What follows belongs to an exercise in optimizing a design on an open flow for small area, a short achievable clock period and few clock cycles; a production flow would make more cautious choices.
RTL that was checked went through simulation tests only; none was proved equivalent to the original.
Power figures rest on the tool's default switching activity, not on a simulated workload.

// lidar_scan_packet_deframer
module lidar_scan_packet_deframer
(
  input  logic        clk,
  input  logic        rst,
  input  logic        s_tvalid,
  output logic        s_tready,
  input  logic [7:0]  s_tdata,
  output logic        m_tvalid,
  input  logic        m_tready,
  output logic [63:0] m_tdata,
  output logic [2:0]  m_tuser,
  output logic        m_tlast,
  input  logic        psel,
  input  logic        penable,
  input  logic        pwrite,
  input  logic [2:0]  paddr,
  input  logic [31:0] pwdata,
  output logic [31:0] prdata,
  output logic        pready
);
  localparam int DEPTH = 40;
  logic [CNT_W-1:0] sample_limit;
  lspd_regs u_regs (
    .clk          (clk),
    .rst          (rst),
    .psel         (psel),
    .penable      (penable),
    .pwrite       (pwrite),
    .paddr        (paddr),
    .pwdata       (pwdata),
    .prdata       (prdata),
    .pready       (pready),
    .sample_limit (sample_limit),
    .count_max    (cmax)
  );
  function automatic logic [5:0] inc40(input logic [5:0] p);
    inc40 = (p == 6'd39) ? 6'd0 : p + 6'd1;
  endfunction
  localparam int S_HDR0 = 0, S_HDR1 = 1, S_TYPE = 2, S_COUNT = 3, S_SA_LO = 4,
                 S_SA_HI = 5, S_EA_LO = 6, S_EA_HI = 7, S_CK_LO = 8, S_CK_HI = 9,
                 S_SMP_LO = 10, S_SMP_HI = 11, S_CKERR = 12;
  localparam logic [12:0] ST_HUNT = 13'd1;
  logic       rdy;
  logic       h_v;
  logic [7:0] h_b;
  logic       h_aa, h_55, h_le1, h_eq1, h_cok, h_hiok;
  logic       accept;
  logic       go;
  logic       stall;
  logic [5:0] cmax;
  logic [12:0] st, st_nx;
  logic [15:0] xsum;
  assign s_tready = rdy;
  assign accept   = s_tvalid && rdy;
  assign go       = h_v && !stall;
  always_ff @(posedge clk) begin
    if (rst) begin
      h_v <= 1'b0;
    end else if (!h_v || go) begin
      h_v <= accept;
    end
  end
  always_ff @(posedge clk) begin
    if (!h_v || go) begin
      h_b    <= s_tdata;
      h_aa   <= (s_tdata == 8'hAA);
      h_55   <= (s_tdata == 8'h55);
      h_le1  <= (s_tdata[7:1] == 7'd0);
      h_eq1  <= (s_tdata == 8'h01);
  ...
clock: 4.5 ns
lec_check: 0
abc_clock_period_in_ps: 3000
cap_margin: 20
core_margin: 2
core_utilization: 30
cts_cluster_diameter: 100
cts_cluster_size: 30
setup_slack_margin: 2.3
slew_margin: 20
run.sh (not shown) runs the stock make flow with config.mk's settings and CLKGATE_MAP_FILE= SYNTH_SCRIPT=/design/flow/synth_recipe.tcl, a recipe that flattens the netlist after the stock synthesis.
The baseline finished with timing, DRC and antenna clean.
Testbench counts at the start, summed over its fixed seeds: cycles 18,635.
Change:
Settings changed: ABC_CLOCK_PERIOD_IN_PS 3000 to 1800.
What happened:
- routed wire length is unchanged
- non-clock buffer count stays the same
- sequential share of layout area is unchanged
Change:
Settings changed: ABC_CLOCK_PERIOD_IN_PS 1800 to 2000, SETUP_SLACK_MARGIN 2.3 to 2.25.
- critical path depth went up by 4
- setup slack got worse by 0.023 ns
- clock-buffer cell count went down by 5
- combinational power is about the same
- synthesized area is unchanged
- power stays flat
- routed wire length went down by 2.3%
Change:
Settings changed: SETUP_SLACK_MARGIN 2.25 to 2.3.
Effect:
- The new run produced a clean layout
- core utilization grows by 0.34 points
- via count increases by 0.98%
- cell count increases by 0.33%
- routed wire length is higher by 2.4%
Change:
Settings changed: GPL_ROUTABILITY_DRIVEN from default to 0.
The changed run passed the timing, DRC and antenna checks.
Maximum frequency is unchanged.
Total power is unchanged.
Global-route usage does not change.
Final cell count is unchanged.
Via count does not change.
Change:
Settings changed: GPL_ROUTABILITY_DRIVEN 0 to default, PLACE_DENSITY from default to 0.5.
After rerunning: Routed wire length increases by 5.1%. Critical path depth rose by 1. Combinational power climbs by about 5%. Synthesized cell count stays the same. Clock-buffer cell count shrinks by 2. Cell count grows by 0.51%. Global-route usage is higher by 0.57 points. Clock power increases by about 2%. First-iteration DRC count fell by 12%.


## ember
lidar_scan_packet_deframer, a different RTL version from the one above (not shown whole).
For scale: roughly 2,100 cells after synthesis, about 150 I/O pins.
clock: 4.5 ns
lec_check: 0
abc_clock_period_in_ps: 2000
cap_margin: 20
core_margin: 2
core_utilization: 27
cts_cluster_diameter: 100
cts_cluster_size: 30
place_density: 0.55
setup_slack_margin: 2.35
slew_margin: 20
Testbench counts of ember, summed over its fixed seeds: cycles 18,635.
Inputs modified between ember and maple:
# ember
export LEC_CHECK = 0
export ABC_CLOCK_PERIOD_IN_PS = 2000
export CAP_MARGIN = 20
export CORE_MARGIN = 2
export CORE_UTILIZATION = 27
export CTS_CLUSTER_DIAMETER = 100
export CTS_CLUSTER_SIZE = 30
export PLACE_DENSITY = 0.55
export SETUP_SLACK_MARGIN = 2.35
export SLEW_MARGIN = 20
create_clock -name core_clock -period 4.5 [get_ports {clk}]
# maple
export LEC_CHECK = 0
export ABC_CLOCK_PERIOD_IN_PS = 2000
export CAP_MARGIN = 20
export CORE_MARGIN = 2
export CORE_UTILIZATION = 27
export CTS_CLUSTER_DIAMETER = 100
export CTS_CLUSTER_SIZE = 30
export SETUP_SLACK_MARGIN = 2.35
export SLEW_MARGIN = 20
create_clock -name core_clock -period 4.5 [get_ports {clk}]
==> summary.txt <==
Going from ember to maple, reported net switching power went down 2.5%; count of plain and timing-repair buffers went down 11; met2 usage in global routing held; total power went down 0.00021 W. The cell with the largest stage delay on the worst path comes out sky130_fd_sc_hd__dfxtp_4 in one run and sky130_fd_sc_hd__buf_2 in the other, namely in ember and maple respectively. maple: done, clean on timing, DRC and antenna. ember ended up with out_dist[10] as its capturing element of the worst setup path; maple ended up with prdata[5].
What willow does differently from maple at the input level:
# maple
export LEC_CHECK = 0
export ABC_CLOCK_PERIOD_IN_PS = 2000
export CAP_MARGIN = 20
export CORE_MARGIN = 2
export CORE_UTILIZATION = 27
export CTS_CLUSTER_DIAMETER = 100
export CTS_CLUSTER_SIZE = 30
export SETUP_SLACK_MARGIN = 2.35
export SLEW_MARGIN = 20
create_clock -name core_clock -period 4.5 [get_ports {clk}]
# willow
export LEC_CHECK = 0
export ABC_CLOCK_PERIOD_IN_PS = 2000
export CAP_MARGIN = 20
export CORE_MARGIN = 2
export CORE_UTILIZATION = 30
export CTS_CLUSTER_DIAMETER = 100
export CTS_CLUSTER_SIZE = 30
export SETUP_SLACK_MARGIN = 2.35
export SLEW_MARGIN = 20
create_clock -name core_clock -period 4.5 [get_ports {clk}]
Notes after the runs:
maple → willow: critical path depth up 3; share of the final layout cell area in sequential cells up 0.76 points; wire length down 3.9 mm. maple consumes more power than willow. Where design internal power is concerned, maple is outperformed by willow. willow against maple: via count of the routed design flat; worst-case setup margin in the final layout went down by 0.015 ns; final standard cell area without fillers now sits lower; area overhead of the layout relative to synthesis down 1.3 points. willow has completed all stages; timing, DRC and antenna checks passed.


build 35:
lidar_scan_packet_deframer, a different RTL version from the one above (not shown whole).
For scale: roughly 880 flip-flops, ~150 I/O pins.
Settings: LEC_CHECK=0, ABC_CLOCK_PERIOD_IN_PS=1900, CAP_MARGIN=20, CORE_MARGIN=2, CORE_UTILIZATION=30, CTS_CLUSTER_DIAMETER=100, CTS_CLUSTER_SIZE=30, SETUP_SLACK_MARGIN=2.45, SLEW_MARGIN=20; clock period 4.5 ns.
For build 59, these inputs were changed with respect to build 35:
- SETUP_SLACK_MARGIN: 2.45 -> 2.3
- ABC_CLOCK_PERIOD_IN_PS: 1900 -> 2000
- CTS_CLUSTER_SIZE: 30 -> 28
Notes after the runs:
- Of build 59 and build 35, build 59 shows the higher clock group share of total power, with build 35 below it.
- In build 59, time the worst path needs with I/O delays and setup is higher than in build 35.
- Diff build 35 -> build 59: met2 wire length down about 11%, sequential cell count flat, fraction of area in non-clock buffers down 2.8 points.
- What build 59 reported for number of signal-net buffers in the layout has to be multiplied by 1.3 to get the figure for build 35.
- For average routed wire per standard cell, dividing the value from build 59 by the value from build 35 gives 0.926.
- Build 35 → build 59: non-clock inverter total of the final layout went down; cell count after synthesis held steady.
--- input diff build 59..build 23 ---
- CORE_UTILIZATION changed from 30 to 35
- CTS_CLUSTER_SIZE changed from 28 to 30
Findings:
Build 23 vs build 59, number of antenna violations at the first check in global routing went down by 1. On portion of total power attributed to combinational logic, the lower figure sits with build 59, not build 23. Non-clock buffer count ended up 9 lower on build 23 than on build 59. Post-route worst hold slack: build 23 vs build 59, no meaningful difference. Re CTS buffer count: build 59 was higher than build 23. Higher clock share of power goes to build 59 over build 23. Re portion of netlist area occupied by mux cells: no difference whatsoever between build 59 and build 23. For total power, build 23 and build 59 come out practically identical. Per the comparison of build 23 with build 59, smallest setup slack after layout now larger; placer congestion estimate rose by about 7%. Going from build 59 to build 23, the die area was shrunk.
> inputs changed (build 23 -> build 36)
- CORE_UTILIZATION changed from 35 to 30
- PLACE_DENSITY newly set to 0.5
==> summary.txt <==
For build 23, the highest metal layer with signal wires was met4, unlike build 36, where it was met5.
Delta (build 36 minus build 23): final cycle utilization of the critical path fell by 0.28 points; clock sink count stayed essentially flat.
In build 36 the number of antenna violations at the first check in global routing turned out 1 higher than in build 23.
In the flow results for build 36 and build 23, the combined global-route utilization of all metal layers is smaller on build 36.
Compared with build 23, build 36 shows a higher post-placement setup slack.
When build 36 is measured against build 23, its sequential share of power turns out 0.7 points lower.
Combinational cell fraction of total power: build 36 vs build 23, no meaningful difference
Against build 23, build 36 comes in 1 lower on number of optimization iterations in the first detailed-route pass.
The following lists how build 72 was set up differently from build 36:
- PLACE_DENSITY: 0.5 -> unset
Results
Build 72: all stages complete, timing, DRC and antenna checks passed. Looking at wire length of the first global-routing pass across both flows, build 72 is the stronger of the two, with build 36 trailing. For number of cells in the finished layout apart from fillers, build 36 and build 72 come out practically identical. Build 72 vs build 36 — proportion of total power due to net switching dropped 0.60 points. Between build 72 and build 36, it is build 72 whose first-pass iteration count of the detailed router is higher, by 3. In build 72 the synthesis-to-finish area growth turned out 0.64 points lower than in build 36. Build 72 vs build 36: global routing usage summed across all routing layers down in build 72. On average routed wire per standard cell: between build 36 and build 72, it ends up lower for build 72. In build 72, the clock network power share came out 0.6 points below the value in build 36. Diff build 36 -> build 72 | detail-routed via count per cell | down slightly. Total via count after detailed routing for build 72: 1.9% down relative to build 36.
Here is what was changed in the inputs of build 74 compared with build 72.
- a change of CTS_CLUSTER_SIZE from 30 to 25
==> comparison <==
Of the two values seen for cell with the largest stage delay on the worst path, or3b_2 was produced by build 74 and dfxtp_4 by build 72. Build 74 has area growth from synthesis to layout above what build 72 had. Build 74 against build 72: number of diodes lost 1; proportion of power drawn by the clock network increased 1.4 points; sequential share of layout area dropped 0.25 points.
No run of this note included a check of the RTL's function; only the layout flow was run.

==> port drivers added, routing unchanged <==
Ports are ideal in the flow. The routed layouts listed here were re-timed in OpenROAD.
Step 1: set_driving_cell puts a clkbuf_16 on clk and a buf_2 on each other input, an assumption about the parent block.
Step 2 moves the port delays by t, midway between the first and last clock arrival at a register: inputs arrive t later, outputs are due t later. That takes back most of the time a late clock gives input paths.
Slacks: no drivers / after step 1 / after step 2; pairs: no drivers / after step 1.
run	shift t [ns]	slack for setup (ns)	hold WS [ns]	pins driven straight from the clock port
the first run of note 1	0.677	2.300 / 2.240 / 1.679	0.461 / 0.461 / 0.461	1
the second run of note 1	0.677	2.300 / 2.240 / 1.679	0.461 / 0.461 / 0.461	1
the third run of note 1	0.671	2.277 / 2.225 / 1.736	0.463 / 0.463 / 0.463	1
the fourth run of note 1	0.677	2.300 / 2.240 / 1.679	0.461 / 0.461 / 0.461	1
the fifth run of note 1	0.677	2.300 / 2.240 / 1.679	0.461 / 0.461 / 0.461	1
the sixth run of note 1	0.688	2.284 / 2.218 / 1.717	0.462 / 0.462 / 0.462	1
ember	0.669	2.356 / 2.268 / 1.811	0.461 / 0.461 / 0.461	1
maple	0.675	2.346 / 2.275 / 1.744	0.463 / 0.463 / 0.463	1
willow	0.676	2.331 / 2.255 / 1.713	0.461 / 0.461 / 0.461	1
build 35	0.688	2.275 / 2.253 / 1.874	0.462 / 0.462 / 0.462	1
build 59	0.680	2.189 / 2.189 / 1.725	0.469 / 0.469 / 0.469	1
build 23	0.656	2.288 / 2.225 / 1.737	0.471 / 0.471 / 0.471	1
build 36	0.678	2.300 / 2.265 / 1.720	0.468 / 0.468 / 0.468	1
build 72	0.669	2.284 / 2.258 / 1.756	0.465 / 0.465 / 0.465	1
build 74	0.680	2.235 / 2.235 / 1.583	0.466 / 0.466 / 0.466	1
After both steps every run listed still meets setup and hold. The setup slack of build 74, which loses most, moves by 0.000 ns with the drivers and by -0.652 ns with both steps.
